This design comes from an exercise in tuning for small area on the open sky130 flow, not from production work.
In this exercise RTL edits were held to simulation tests only and were not proved equivalent to the original.
Power figures rest on the tool's default switching activity, not on a simulated workload.

===== config.mk =====
export PLATFORM = sky130hd
export DESIGN_NAME = risc_op_issue
export DESIGN_NICKNAME = risc_op_issue
export VERILOG_FILES = /design/flow/design.v
export SDC_FILE = /design/flow/constraint.sdc
export NUM_CORES = 4
export LEC_CHECK = 0
export CAP_MARGIN = 10
export CORE_MARGIN = 2
export CORE_UTILIZATION = 55
export PLACE_DENSITY = 0.65
export SLEW_MARGIN = 10

===== constraint.sdc =====
create_clock -name core_clock -period 9.0 [get_ports {clk}]
set_input_delay 1.8000 -clock core_clock [delete_from_list [all_inputs] [get_ports {clk}]]
set_output_delay 1.8000 -clock core_clock [all_outputs]
set_load 0.01 [all_outputs]

===== design.v =====
module risc_op_issue (
    input  logic        clk,
    input  logic        rst,
    input  logic        instr_valid,
    input  logic [31:0] instr,
    output logic        instr_ready,
    output logic [31:0] alu_x1,
    output logic [31:0] alu_x2,
    output logic [19:0] alu_instr,
    output logic        alu_cin,
    output logic        alu_opcode_4,
    input  logic [31:0] alu_y,
    input  logic        alu_cout,
    output logic        wb_valid,
    output logic [4:0]  wb_rd,
    output logic [31:0] wb_data,
    output logic        illegal,
    input  logic [4:0]  dbg_addr,
    output logic [31:0] dbg_data,
    output logic [31:0] retired
);
    localparam logic [6:0] OPC_OP     = 7'b0110011;
    localparam logic [6:0] OPC_OP_IMM = 7'b0010011;
    logic        exec_q, wb_q, illegal_q;
    logic        idle, take, wb_go;
    logic [19:0] hi_q;         
    logic        op5_q;        
    logic [4:0]  rd_q;         
    logic [31:0] op1_q;        
    logic [31:0] result_q;
    logic [4:0]  wb_rd_q;
    logic        pend_q;       
    logic [4:0]  off_q, off_d;
    logic [31:1] rf_v_q;
    logic [31:0] ring_q [31];
    logic [4:0]  addr_a;
    logic [31:0] port_a, port_d;
    logic        unused_cout;
    assign unused_cout = alu_cout;
    assign idle  = ~(exec_q | wb_q);
    assign take  = idle & instr_valid;
    assign wb_go = exec_q & ~illegal_q;
    always_ff @(posedge clk or posedge rst) begin
        if (rst) begin
            exec_q    <= 1'b0;
            wb_q      <= 1'b0;
            illegal_q <= 1'b0;
        end else begin
            exec_q    <= take;
            wb_q      <= wb_go;
            illegal_q <= take & (instr[6:0] != OPC_OP) & (instr[6:0] != OPC_OP_IMM);
        end
    end
    always_ff @(posedge clk) begin
        hi_q  <= instr[31:12];
        op5_q <= instr[5];
        rd_q  <= instr[11:7];
        op1_q <= port_a;
    end
    always_ff @(posedge clk or posedge rst) begin
        if (rst) begin
            result_q <= '0;
            wb_rd_q  <= '0;
        end else if (wb_go) begin
            result_q <= alu_y;
            wb_rd_q  <= rd_q;
        end
    end
    function automatic logic [4:0] mod31_add(input logic [4:0] a, input logic [4:0] b);
        logic [5:0] sum;
        sum = {1'b0, a} + {1'b0, b};
        if (sum >= 6'd31) sum = sum - 6'd31;
        mod31_add = sum[4:0];
    endfunction
    assign off_d = (off_q == 5'd30) ? 5'd0 : off_q + 5'd1;
    always_ff @(posedge clk or posedge rst) begin
        if (rst) begin
            off_q <= '0;
        end else begin
            off_q <= off_d;
        end
    end
    logic        wr_cand, wr_hit;
    logic [4:0]  wr_slot;        
    logic [30:0] wr_en;
    assign wr_cand = (wb_q & (wb_rd_q != 5'd0)) | pend_q;
    assign wr_slot = mod31_add(wb_rd_q, off_d);
    always_comb begin
        wr_hit = 1'b0;
        for (int s = 0; s < 31; s += 3) begin
            if (wr_slot == 5'(s)) wr_hit = 1'b1;
        end
        for (int s = 0; s < 31; s++) begin
            wr_en[s] = (s % 3 == 0) && wr_cand && (wr_slot == 5'(s));
        end
    end
    always_ff @(posedge clk or posedge rst) begin
        if (rst) begin
            pend_q <= 1'b0;
            rf_v_q <= '0;
        end else begin
            pend_q <= wr_cand & ~wr_hit;
            for (int i = 1; i < 32; i++) begin
                if (wb_q && wb_rd_q == 5'(i)) rf_v_q[i] <= 1'b1;
            end
        end
    end
    always_ff @(posedge clk) begin
        for (int s = 0; s < 31; s++) begin
            if (wr_en[s]) ring_q[s] <= result_q;
            else          ring_q[s] <= ring_q[(s + 30) % 31];
        end
    end
    logic [1:0][4:0]        rd_addr, rd_slot;
    logic [1:0]             rd_byp, rd_hit;
    logic [1:0][32:0]       rd_sel;
    logic [1:0][3:0]        rd_pre_hi;
    logic [1:0][7:0]        rd_pre_lo;
    logic [32:0][31:0]      rd_word;
    logic [1:0][31:0]       rd_acc;
    assign addr_a     = exec_q ? hi_q[12:8] : instr[19:15];
    assign rd_addr[0] = addr_a;
    assign rd_addr[1] = dbg_addr;
    always_comb begin
        rd_word = '0;
        for (int s = 0; s < 31; s++) rd_word[s] = ring_q[s];
        rd_word[31] = result_q;
        for (int p = 0; p < 2; p++) begin
            rd_byp[p]  = pend_q & (rd_addr[p] == wb_rd_q);
            rd_hit[p]  = (rd_addr[p] != 5'd0) & rf_v_q[rd_addr[p]] & ~rd_byp[p];
            rd_slot[p] = mod31_add(rd_addr[p], off_q);
            for (int j = 0; j < 4; j++) rd_pre_hi[p][j] = rd_hit[p] & (rd_slot[p][4:3] == 2'(j));
            for (int j = 0; j < 8; j++) rd_pre_lo[p][j] = (rd_slot[p][2:0] == 3'(j));
            rd_sel[p]  = '0;
            for (int s = 0; s < 31; s++) rd_sel[p][s] = rd_pre_hi[p][s / 8] & rd_pre_lo[p][s % 8];
            rd_sel[p][31] = rd_byp[p];
            rd_acc[p] = '1;
            for (int k = 0; k < 11; k++) begin
                rd_acc[p] = rd_acc[p] & ~(({32{rd_sel[p][3*k]}}   & rd_word[3*k])   |
                                          ({32{rd_sel[p][3*k+1]}} & rd_word[3*k+1]) |
                                          ({32{rd_sel[p][3*k+2]}} & rd_word[3*k+2]));
            end
        end
    end
    assign port_a = ~rd_acc[0];
    assign port_d = ~rd_acc[1];
    assign instr_ready  = idle;
    assign alu_x1       = {32{exec_q}} & op1_q;
    assign alu_x2       = {32{exec_q}} & port_a;
    assign alu_instr    = {20{exec_q}} & hi_q;
    assign alu_cin      = 1'b0;
    assign alu_opcode_4 = exec_q & op5_q;
    assign illegal      = illegal_q;
    assign wb_valid     = wb_q;
    assign wb_rd        = wb_rd_q;
    assign wb_data      = result_q;
    assign dbg_data     = port_d;
    logic [31:0] retired_q;
    always_ff @(posedge clk or posedge rst) begin
        if (rst) begin
            retired_q <= '0;
        end else begin
            retired_q <= retired_q + {31'd0, wb_q};
        end
    end
    assign retired = retired_q;
endmodule

===== flow/run.sh =====
#!/bin/bash
# Own layout flow: the standard ORFS flow (standard.sh) with these changes:
#  - synthesis maps the logic with an area-oriented ABC script (flow/area.script) instead of
#    ORFS's speed script; the rest of synth_recipe.tcl runs unchanged;
#  - port buffers are buf_1 cells;
#  - CTS uses small clock buffers and inserts no dummy loads.
# Each tool's output stays in ORFS's own logs under orfs/logs; make's output goes to make.log.
set -euo pipefail
W=$(pwd)
{
  echo "set ::own_abc_script $W/flow/area.script"
  cat "$W/flow/abc_override.tcl"
  cat "$W/synth_recipe.tcl"
} > "$W/own_synth.tcl"

bash "$W/standard.sh" \
  "SYNTH_SCRIPT=$W/own_synth.tcl" \
  "BUFFER_PORTS_ARGS=-buffer_cell sky130_fd_sc_hd__buf_1" \
  "CTS_ARGS=-sink_clustering_enable -repair_clock_nets -dont_use_dummy_load -buf_list {sky130_fd_sc_hd__clkbuf_4} -sink_clustering_size 10 -sink_clustering_max_diameter 50" \
  finish > "$W/make.log" 2>&1

===== flow/abc_override.tcl =====
# Replace the ABC script that ORFS's synthesis passes to abc (its speed script) with
# ./area.script, an area-oriented mapping. Everything else in synthesis is unchanged, so the
# registers (mapped by dfflibmap before abc) are the standard synthesis's.
proc abc {args} {
  set i [lsearch -exact $args -script]
  if {$i >= 0} {
    set args [lreplace $args [expr {$i + 1}] [expr {$i + 1}] $::own_abc_script]
  }
  yosys abc {*}$args
}

===== flow/area.script =====
&get -n
&st
&nf -a -R 1000
&put

===== standard.sh =====
#!/bin/bash
# synth_recipe.tcl (not shown) runs the flow's synth.tcl, then flattens the netlist and writes it again
# the make line also repeats each setting of config.mk as NAME=value (left out here)
make -C /OpenROAD-flow-scripts/flow DESIGN_CONFIG=/design/flow/config.mk WORK_HOME=/design/flow/orfs CLKGATE_MAP_FILE= SYNTH_SCRIPT=/design/flow/synth_recipe.tcl "${@:-finish}"

==> summary.txt <==
kinds of logic (layout without fill, tap and decap cells):
logic type,after synthesis,count (layout),synth area share (%)
other,1,6,0.00913
xor gates and xnor gates,73,73,1.56
adders and majority gates,28,28,0.908
and+or+nand+nor,610,610,8.55
DFF,1159,1159,57.8
buffers and inverters,66,597,0.905
AOI/OAI and AO/OA,827,827,19.1
muxes,398,398,11.1
power breakdown:
part / switching [mW] / leakage (nW) / internal [mW] / total [mW]
logic: 1.58 / 6.53 / 1.11 / 2.69
clock network: 1.65 / 0.630 / 0.703 / 2.36
registers: 1.59 / 9.98 / 6.97 / 8.57
total: 4.83 / 17.1 / 8.79 / 13.6
placed cells by master, fill, tap and decap left out, types with 36 or more instances in the layout:
cell type,instances
a21oi_1,50
nor2_1,77
nand4_1,133
xor2_1,36
buf_4,151
nand2_1,76
mux2_1,389
a221o_1,64
xnor2_1,37
nor2_4,63
a222oi_1,640
and4_1,65
buf_1,260
dfxtp_1,1050
clkbuf_4,137
dfrtp_1,108
and2_0,89
worst paths after layout:
check	cells past startpoint	end	from	slack [ns]
min in group asynchronous	2	retired_q[9]$_DFF_PP0_	rst	0.85
worst max register to register	14	ring_q[30][4]$_DFF_P_	off_q[0]$_DFF_PP0_	3.20
worst max-delay path	25	alu_x2[12]	exec_q$_DFF_PP0_	0.30
max in group asynchronous	3	exec_q$_DFF_PP0_	rst	6.70
worst min-delay path	0	ring_q[19][7]$_DFF_P_	ring_q[18][7]$_DFF_P_	0.32
worst min register to register	0	ring_q[19][7]$_DFF_P_	ring_q[18][7]$_DFF_P_	0.32
metal layers:
layer	up-vias	wire [um]	share of wire, %
met1	17500	57700	37
met2	2860	69500	44
li1	14600	-	-
met3	669	20400	13
met5	-	22	0.014
met4	4	9680	6.2
flip-flops by register name (all words and copies together) (netlist names), 20 cells and up:
register,flops
retired_q,32
result_q,32
ring_q,992
rf_v_q,31
op1_q,32
hi_q,20
final cells by class:
cell class / instances / area (um2) / share of cell area, %
Antenna cell: 5 / 12.5 / 0.0272
Clock buffer: 137 / 1030 / 2.23
Inverter: 33 / 126 / 0.275
Multi-Input combinational cell: 1937 / 17500 / 37.9
Sequential cell: 1159 / 23800 / 51.6
Tap cell: 969 / 1210 / 2.63
Timing Repair Buffer: 427 / 2440 / 5.29
stage by stage:
stage,util (%),power [mW],worst slack [ns],hold WS [ns]
floorplan,-,9.77,0.426,0.350
global placement,60.2,10.9,0.236,0.352
detailed placement,60.2,11.2,0.247,0.356
CTS,61.7,13.4,0.0696,0.313
global route,62.0,14.2,0.0267,0.308
finish,62.0,13.6,0.298,0.315
critical path, cell delays in order (launching register included):
cell      delay (ns)
dfrtp_4         0.64
clkinv_1        0.34
a21oi_1         0.34
clkinv_1        0.18
nor2_1          0.18
nand4_1         0.11
buf_4           0.19
buf_4           0.17
nand2_1         0.07
a21oi_1         0.07
mux4_2          0.53
nor2_1          0.13
a21oi_1         0.05
o21ai_0         0.23
a311oi_2        0.12
nand3_1         0.14
buf_4           0.26
nor2_4          0.12
buf_4           0.33
a222oi_1        0.43
nand4_1         0.21
and4b_1         0.33
nand4_1         0.09
a221o_1         0.35
and2_0          0.17
buf_1           0.12
what timing repair did:
item / in CTS / in global routing
setup endpoints to repair: 6 / 32
setup buffers: 3 / 27
pin swaps: 1 / 11
gates resized for setup: 0 / 2
==> impl_metrics.env <==
export IMPL_cts_tree="yes"
export IMPL_yosys_top_cells_area="dfxtp_1, a222oi_1, mux2_1, dfrtp_1, nand4_1"
export IMPL_yosysMostFrequentCell="dfxtp_1"
export IMPL_pin_count=263
export IMPL_synth_area_leader_cell="dfxtp_1"
export IMPL_track_usage_pct=39.3
export IMPL_cts_root_buf="clkbuf_4"
export IMPL_vias=35700
export IMPL_synth_ff_type="dfxtp_1"
export IMPL_syn_cell_area_um2=41100
export IMPL_placed_area_um2=44700
export IMPL_wirelength_um=157000
export IMPL_synth_edff_count=0
export IMPL_max_slew_margin_pct=7.78
export IMPL_drive_gt1_share_pct=10.5
export IMPL_dieArea_um2=76800
export IMPL_ir_drop_uv=148
export IMPL_synth_nets=3263
export IMPL_wl_per_cell_um=33.7
export IMPL_cp_arrival_ns=6.90
export IMPL_powerDensity_nw_per_um2=296
export IMPL_fill_cells=6004
export IMPL_ant_nets=0
export IMPL_yosysWarnings=2
export IMPL_drc_errors=0
export IMPL_globalRouteMet1Util_pct=49.8
export IMPL_crit_path_end_kind="output port"
export IMPL_critPathKind="reg -> out"
export IMPL_tightest_slew_ns=1.38
export IMPL_slew_violations=0
export IMPL_synth_top_cell_area_share_pct=51.2
export IMPL_clockBufferDepth=3
export IMPL_busiest_layer="met2"
export IMPL_hpwl_um=94500
export IMPL_period_needed_ns=8.70
export IMPL_finalCritPeriodShare_pct=96.7
export IMPL_avgViaCountPerCell=7.64
export IMPL_synth_common_cells="dfxtp_1, a222oi_1, mux2_1"
export IMPL_setup_tns_ns=0
export IMPL_gp_congestion=0.948
export IMPL_die_w_um=277
export IMPL_final_area_um2=46000
export IMPL_overflow=0
export IMPL_grt_setup_unrepaired="no"
export IMPL_cp_start_kind="flip-flop"
export IMPL_crit_fanout=27
export IMPL_avgSynthCellArea_um2=13.0
export IMPL_insertion_delay_ns=1.06
export IMPL_finalSetupViolCount=0
export IMPL_gr_usage_met2_pct=60.7
export IMPL_max_clock_freq_mhz=115
export IMPL_yosysSeqAreaShare_pct=57.8
export IMPL_cap_violations=0
export IMPL_fin_cells=4667
export IMPL_drt_iter0_drc=8861
export IMPL_cts_buffers=137
export IMPL_num_rows=100
export IMPL_start_util_pct=55.3
export IMPL_grt_pass1_wl_um=226000
export IMPL_die_y_um=277
export IMPL_crit_required_ns=7.20
export IMPL_p_leak_nw=17.1
export IMPL_finalHoldViolations=0
export IMPL_syn_inst=3162
export IMPL_synthArstFlopShare_pct=9.40
export IMPL_final_nets=3796
export IMPL_fin_skew_ns=0.104
export IMPL_port_buffer_count=260
export IMPL_grt_max_degree=58
export IMPL_syn_to_final_growth_pct=12.1
export IMPL_core_um2=74200
export IMPL_clk_pin_slew_ns=0.12
export IMPL_yosysUniqueCellTypes=40
export IMPL_dr_pass1_iters=15
export IMPL_dp_cells=4494
export IMPL_outcome="finished clean"
export IMPL_cts_max_level=4
export IMPL_numClockSinks=1159
export IMPL_hold_buffers=0
export IMPL_min_path_type="reg -> reg"
export IMPL_grt_pass1_vias=35000
export IMPL_met3_usage_pct=10.8
export IMPL_synth_ff_latch_count=1159
export IMPL_antenna_found_initial=6

[static timing again, ports no longer ideal]
The flow's constraints put no driver on any port. The routed layout listed below was extracted and timed again, unchanged, in two steps.
Step 1 (the two cells are an assumption about what drives the block):
set clk [get_ports {clk}]
set_driving_cell -lib_cell sky130_fd_sc_hd__clkbuf_16 $clk
set_driving_cell -lib_cell sky130_fd_sc_hd__buf_2 [delete_from_list [all_inputs] $clk]
Step 2 adds t to the input delays and takes it off the output delays; t is the mean of the earliest and latest rising clock arrival at the registers after step 1. Input paths then give back, and output paths get back, about the clock's delay inside the block.
Slacks: ideal ports / drivers / drivers and shift; pairs: ideal ports / drivers.
shift t [ns]: 1.067
slack for setup (ns): 0.298 / 0.237 / 0.287
worst hold slack (ns): 0.315 / 0.315 / 0.315
worst setup path at the end: input to output
slew at the worst register clock pin (ns): 0.12 / 0.12
After both steps this run still meets setup and hold. For this run, drivers alone change the setup slack by -0.061 ns; drivers and shift together by -0.011 ns.
